Background: an optimization exercise with open tools, aiming at small area, a short achievable clock period and few clock cycles per item. Do not read the settings as production practice. In this exercise RTL edits were held to simulation tests only and were not proved equivalent to the original. Power figures rest on the tool's default switching activity, not on a simulated workload.

Design clock_source_selector_unit, start of the top module:
module clock_source_selector_unit (
   input  logic                        clock,
   input  logic                        reset,
   input  logic                        req_valid,
   output logic                        req_stall,
   input  logic                        req_radio_new,
   input  logic [css_pkg::TIME_W-1:0]  req_radio_time,
   input  logic [css_pkg::DATE_W-1:0]  req_radio_date,
   input  logic                        req_rtc_new,
   input  logic [css_pkg::TIME_W-1:0]  req_rtc_time,
   input  logic [css_pkg::DATE_W-1:0]  req_rtc_date,
   input  logic                        req_internal_new,
   input  logic [css_pkg::TIME_W-1:0]  req_internal_time,
   input  logic [css_pkg::DATE_W-1:0]  req_internal_date,
   input  logic                        req_second_tick,
   input  logic                        req_rtc_write_done,
   input  logic                        req_internal_write_ok,
   output logic                        rsp_valid,
   input  logic                        rsp_stall,
   output logic [css_pkg::TIME_W-1:0]  rsp_final_time,
   output logic [css_pkg::DATE_W-1:0]  rsp_final_date,
   output logic                        rsp_final_synced,
   output logic [1:0]                  rsp_final_source,
   output logic                        rsp_rtc_write_req,
   output logic                        rsp_internal_write_req,
   output logic                        rsp_radio_synced,
   output logic                        rsp_rtc_synced,
   output logic                        rsp_internal_synced,
   input  logic                        csr_psel,
   input  logic                        csr_penable,
   input  logic                        csr_pwrite,
   input  logic [css_pkg::CSR_AW-1:0]  csr_paddr,
   input  logic [css_pkg::CSR_DW-1:0]  csr_pwdata,
   output logic [css_pkg::CSR_DW-1:0]  csr_prdata,
   output logic                        csr_pready
);
clock: 9.0 ns
lec_check: 0
cap_margin: 20
core_margin: 2
core_utilization: 40
slew_margin: 20
standard.sh (not shown) runs the stock make flow with config.mk's settings and CLKGATE_MAP_FILE= SYNTH_SCRIPT=/design/flow/synth_recipe.tcl, a recipe that flattens the netlist after the stock synthesis.
==> flow/flow/run.sh <==
#!/bin/bash
# The standard layout, with plain buffers on the ports instead of the delay
# buffers buffer_ports picks by default. Each tool's output goes to its own log.
set -euo pipefail
export BUFFER_PORTS_ARGS="-buffer_cell sky130_fd_sc_hd__buf_1"
bash standard.sh > standard.log 2>&1
Testbench counts at the start, summed over its fixed seeds: cycles 12,008, items 12,000.
Change:
==> flow/run.sh (new file) <==
#!/bin/bash
# synth_recipe.tcl (not shown) runs the flow's synth.tcl, then flattens the netlist and writes it again
# the make line also repeats each setting of config.mk as NAME=value (left out here)
make -C /OpenROAD-flow-scripts/flow DESIGN_CONFIG=/design/flow/config.mk WORK_HOME=/design/flow/orfs CLKGATE_MAP_FILE= SYNTH_SCRIPT=/design/flow/synth_recipe.tcl finish
--- a/flow/config.mk
+++ b/flow/config.mk
@@ -9,3 +9,4 @@
 export CORE_MARGIN = 2
 export CORE_UTILIZATION = 40
+export SETUP_SLACK_MARGIN = 4
 export SLEW_MARGIN = 20
removed: flow/flow/run.sh
removed: flow/standard.sh
After rerunning: Die area does not change; power climbs by 9.6%; final area climbs by 11%; flip-flop and latch count does not change.


## alpha
clock_source_selector_unit, a different RTL version from the one above (not shown whole).
For scale: roughly 2200 cells after synthesis.
export LEC_CHECK = 0
export ABC_AREA = 1
export CAP_MARGIN = 20
export CORE_MARGIN = 2
export CORE_UTILIZATION = 60
export SETUP_SLACK_MARGIN = 5
export SLEW_MARGIN = 20
create_clock -name core_clock -period 9.0 [get_ports {clock}]
==> flow/flow/run.sh <==
#!/bin/bash
# The standard layout, with plain buffers on the ports instead of the delay
# buffers buffer_ports picks by default. Each tool's output goes to its own log.
set -euo pipefail
export BUFFER_PORTS_ARGS="-buffer_cell sky130_fd_sc_hd__buf_1"
bash standard.sh > standard.log 2>&1
Testbench counts of alpha, summed over its fixed seeds: cycles 12,008, items 12,000.
Input-level comparison between beta and alpha:
Settings: CORE_UTILIZATION changed from 60 to 40.
Notes after the runs:
[beta] post-layout total power rose about 4% relative to alpha. Going from alpha to beta, the part of the power in combinational logic was found to have gone down by 0.9 points. Relative to alpha, the clock group total power of beta is higher by about 10%. Of beta and alpha, beta shows the higher final instance area, with alpha below it. beta vs alpha on die width: beta is the higher one. Summary of beta over alpha: relative area change from synthesis to final layout picked up an extra 0.73 points; detailed route wirelength on metal3 -1500 um; minimum setup slack in the final design has increased; worst hold path depth roughly the same.


## north
Another version of the RTL of clock_source_selector_unit (not shown whole).
Size in the first run: roughly 240 I/O pins, about 17000 um2 of cells after synthesis.
==> flow/config.mk <==
export PLATFORM = sky130hd
export DESIGN_NAME = clock_source_selector_unit
export DESIGN_NICKNAME = clock_source_selector_unit
export VERILOG_FILES = /design/flow/design.v
export SDC_FILE = /design/flow/constraint.sdc
export NUM_CORES = 4
export LEC_CHECK = 0
export ABC_AREA = 1
export CAP_MARGIN = 20
export CORE_MARGIN = 2
export CORE_UTILIZATION = 40
export CTS_CLUSTER_DIAMETER = 80
export CTS_CLUSTER_SIZE = 28
export PLACE_DENSITY = 0.72
export SETUP_SLACK_MARGIN = 5
export SLEW_MARGIN = 20
export TNS_END_PERCENT = 5
==> flow/constraint.sdc <==
create_clock -name core_clock -period 9.0 [get_ports {clock}]
set_input_delay 1.8000 -clock core_clock [delete_from_list [all_inputs] [get_ports {clock}]]
set_output_delay 1.8000 -clock core_clock [all_outputs]
set_load 0.01 [all_outputs]
Scripts as last shown in full above: flow/flow/run.sh
north | status: complete | timing, DRC, antenna: pass
Testbench counts of north, summed over its fixed seeds: cycles 12,008, items 12,000.
#### Input delta (south over north)
Settings: a deleted PLACE_DENSITY that had been 0.72; a deleted CTS_CLUSTER_SIZE that had been 28; a deleted CTS_CLUSTER_DIAMETER that had been 80.
south went all the way through the flow, and no timing, DRC or antenna check failed.
Between south and north, the instance area after placement does not differ in any meaningful way.
south vs. north: non-clock buffer count went down by 1.4%.
The final reports for south and north show average via count per standard cell lower in the former.
Going from north to south, final design area excluding fillers rose about 0.44%, global-route usage about even, required time of the critical path about even, achievable clock frequency about even.
Relative to north, the internal power summed over all cells of south is higher by 13%.
Relative to south, the following input files were edited for east:
Settings: CTS_CLUSTER_SIZE: unset -> 28; CTS_CLUSTER_DIAMETER: unset -> 80.
## What came out
- The final reports for east and south show worst hold slack after final layout higher in the former.
- From south to east the numbers moved as follows: worst max-slew margin expressed relative to the limit has increased; power drawn by the combinational cells essentially unchanged; number of instances resized during post-cts repair climbed 2.0%; area used by multi-input combinational logic saw little to no change.
- Shortest period the worst path allows up 0.050 ns in east wrt south
- Going from south to east, the final area was found to have gone down by 340 um2.
- In the tables for south and east, met1 routed wirelength after detailed routing reads higher with east.
- Re initial antenna violation count: no difference whatsoever between south and east.
#### Input delta (west over east)
Settings: an added SYNTH_HIERARCHICAL of 1; a deleted CTS_CLUSTER_SIZE that had been 28; a deleted CTS_CLUSTER_DIAMETER that had been 80; an added SYNTH_MINIMUM_KEEP_SIZE of 0.
Findings:
- west did not stop at any stage, and its layout met the timing, DRC and antenna checks.
- Relative to east, ratio of routed vias to standard cells has decreased by about 3.2% in west.
- Compared west vs east, and cell area after synthesis is up in west.
- Met1 layer wirelength in the final routing | west above east
- Going from east to west, the wire length of the first global-routing pass was found to have gone up by 4.3%.
- Of west and east, the lower final area belongs to east.
- Number of levels in the clock H-tree was higher in the run labelled west.
- Looking at maximum fanout encountered on the critical timing path across west and east, the one that comes out higher is west.
- Comparing west and east, hold slack is lower on east.
- The final reports for west and east show clock-buffer cell count higher in the former.
#### Input delta (middle over west)
Settings: SLEW_MARGIN changed from 20 to 5; SYNTH_MINIMUM_KEEP_SIZE removed (was 0); SYNTH_HIERARCHICAL removed (was 1); CAP_MARGIN changed from 20 to 5.
Results
middle against west: part of the total power dissipated in the clock network higher, count of instances resized after the clock tree is built went up by 10, hold slack dropped 0.010 ns, clock power picked up an extra about 4%, post-synthesis cell count -7.9%.


RTL: one of the versions met above, not the one the previous note started from.
For scale: about 2,200 cells after synthesis, about 260 flip-flops, ~240 I/O pins, ~16,000 um2 of cells after synthesis.
Settings: LEC_CHECK=0, ABC_AREA=1, CAP_MARGIN=20, CORE_MARGIN=2, CORE_UTILIZATION=40, SETUP_SLACK_MARGIN=5, SLEW_MARGIN=20, TNS_END_PERCENT=5; clock period 9.0 ns.
Scripts as last shown in full above: flow/flow/run.sh
Testbench counts at the start, summed over its fixed seeds: cycles 12,008, items 12,000.
Next try:
ABC_AREA = unset   (was 1)
Clock power decreases by about 10%.
Maximum frequency goes down by about 5%.
Worst setup slack degrades by 0.24 ns.
Synthesized area grows by 3.0%.
Worst hold slack hardly moves.
Cell area increases by about 2.7%.
Core utilization decreases by 0.10 points.
Global-route usage drops by 1.3 points.
Total power is lower by 4.7%.
Sequential power barely changes.
Critical path depth shrinks by 17.
Next try:
==> flow/run.sh (new file) <==
#!/bin/bash
# synth_recipe.tcl (not shown) runs the flow's synth.tcl, then flattens the netlist and writes it again
# the make line also repeats each setting of config.mk as NAME=value (left out here)
make -C /OpenROAD-flow-scripts/flow DESIGN_CONFIG=/design/flow/config.mk WORK_HOME=/design/flow/orfs CLKGATE_MAP_FILE= SYNTH_SCRIPT=/design/flow/synth_recipe.tcl finish
TNS_END_PERCENT = unset   (was 5)
removed: flow/flow/run.sh
removed: flow/standard.sh
After rerunning: Worst setup slack improved by 0.085 ns; worst hold slack stays flat; die area is unchanged; cell area grows by 9.8%; clock power came out higher by about 10%; power came out higher by about 7%; non-clock buffer count went up by 27; synthesized area stays the same; critical path depth falls by 5.
Next try:
==> flow/flow/run.sh (new file) <==
#!/bin/bash
# The standard layout, with plain buffers on the ports instead of the delay
# buffers buffer_ports picks by default. Each tool's output goes to its own log.
set -euo pipefail
export BUFFER_PORTS_ARGS="-buffer_cell sky130_fd_sc_hd__buf_1"
bash standard.sh > standard.log 2>&1
==> flow/standard.sh (new file) <==
#!/bin/bash
# synth_recipe.tcl (not shown) runs the flow's synth.tcl, then flattens the netlist and writes it again
# the make line also repeats each setting of config.mk as NAME=value (left out here)
make -C /OpenROAD-flow-scripts/flow DESIGN_CONFIG=/design/flow/config.mk WORK_HOME=/design/flow/orfs CLKGATE_MAP_FILE= SYNTH_SCRIPT=/design/flow/synth_recipe.tcl "${@:-finish}"
removed: flow/run.sh
What happened: The changed run passed the timing, DRC and antenna checks; synthesized area does not change; total power came out lower by 4.9%; non-clock buffer count decreases by 32; die area is unchanged; setup slack is worse by 0.19 ns; utilization shrinks by 4.5 points; cell area fell by 8.6%; synthesized cell count stays the same; wire length fell by 2.5%; sequential share of layout area climbs by 2.6 points.

==> what the ideal ports hide <==
The flow's constraints put no driver on any port. The routed layouts listed below were extracted and timed again, unchanged, in two steps. Step 1 sets driving cells, clkbuf_16 on the clock port and buf_2 on the other inputs (assumed; they add their load-dependent delay and slew). Step 2, shift: input delay + t, output delay - t, t = (earliest + latest rising clock arrival at the registers) / 2. This alone moves slack from input paths to output paths. a / b / c = no drivers / after step 1 / after step 2; a / b = the first two.
run	shift t [ns]	slack for setup (ns)	worst hold slack (ns)	clock arrival spread, ns	slew at the worst register clock pin (ns)
the first run of note 1	0.633	3.228 / 3.240 / 2.607	0.453 / 0.453 / 0.453	0.017 / 0.017	0.06 / 0.06
the second run of note 1	0.593	4.055 / 4.071 / 3.477	0.454 / 0.454 / 0.454	0.013 / 0.013	0.06 / 0.06
alpha	0.611	4.409 / 4.406 / 3.795	0.456 / 0.456 / 0.456	0.025 / 0.025	0.07 / 0.07
beta	0.641	4.523 / 4.525 / 3.884	0.454 / 0.454 / 0.454	0.028 / 0.028	0.06 / 0.06
north	0.599	4.838 / 4.855 / 4.256	0.457 / 0.457 / 0.457	0.031 / 0.031	0.10 / 0.10
south	0.647	4.842 / 4.851 / 4.205	0.450 / 0.450 / 0.450	0.019 / 0.019	0.07 / 0.07
east	0.583	4.792 / 4.787 / 4.204	0.454 / 0.454 / 0.454	0.026 / 0.027	0.11 / 0.11
west	0.581	4.766 / 4.586 / 4.005	0.457 / 0.457 / 0.457	0.026 / 0.026	0.06 / 0.06
middle	0.570	4.811 / 4.828 / 4.258	0.447 / 0.447 / 0.447	0.021 / 0.020	0.06 / 0.06
the first run of note 4	0.641	4.538 / 4.544 / 3.903	0.454 / 0.454 / 0.454	0.033 / 0.033	0.07 / 0.07
the second run of note 4	0.644	4.293 / 4.297 / 3.653	0.455 / 0.455 / 0.455	0.018 / 0.018	0.07 / 0.07
the third run of note 4	0.631	4.378 / 4.367 / 3.737	0.453 / 0.453 / 0.453	0.013 / 0.013	0.07 / 0.07
the fourth run of note 4	0.639	4.193 / 4.176 / 3.538	0.453 / 0.453 / 0.453	0.012 / 0.011	0.06 / 0.06
After both steps every run listed still meets setup and hold. The setup slack of west, which loses most, moves by -0.180 ns with the drivers and by -0.761 ns with both steps.
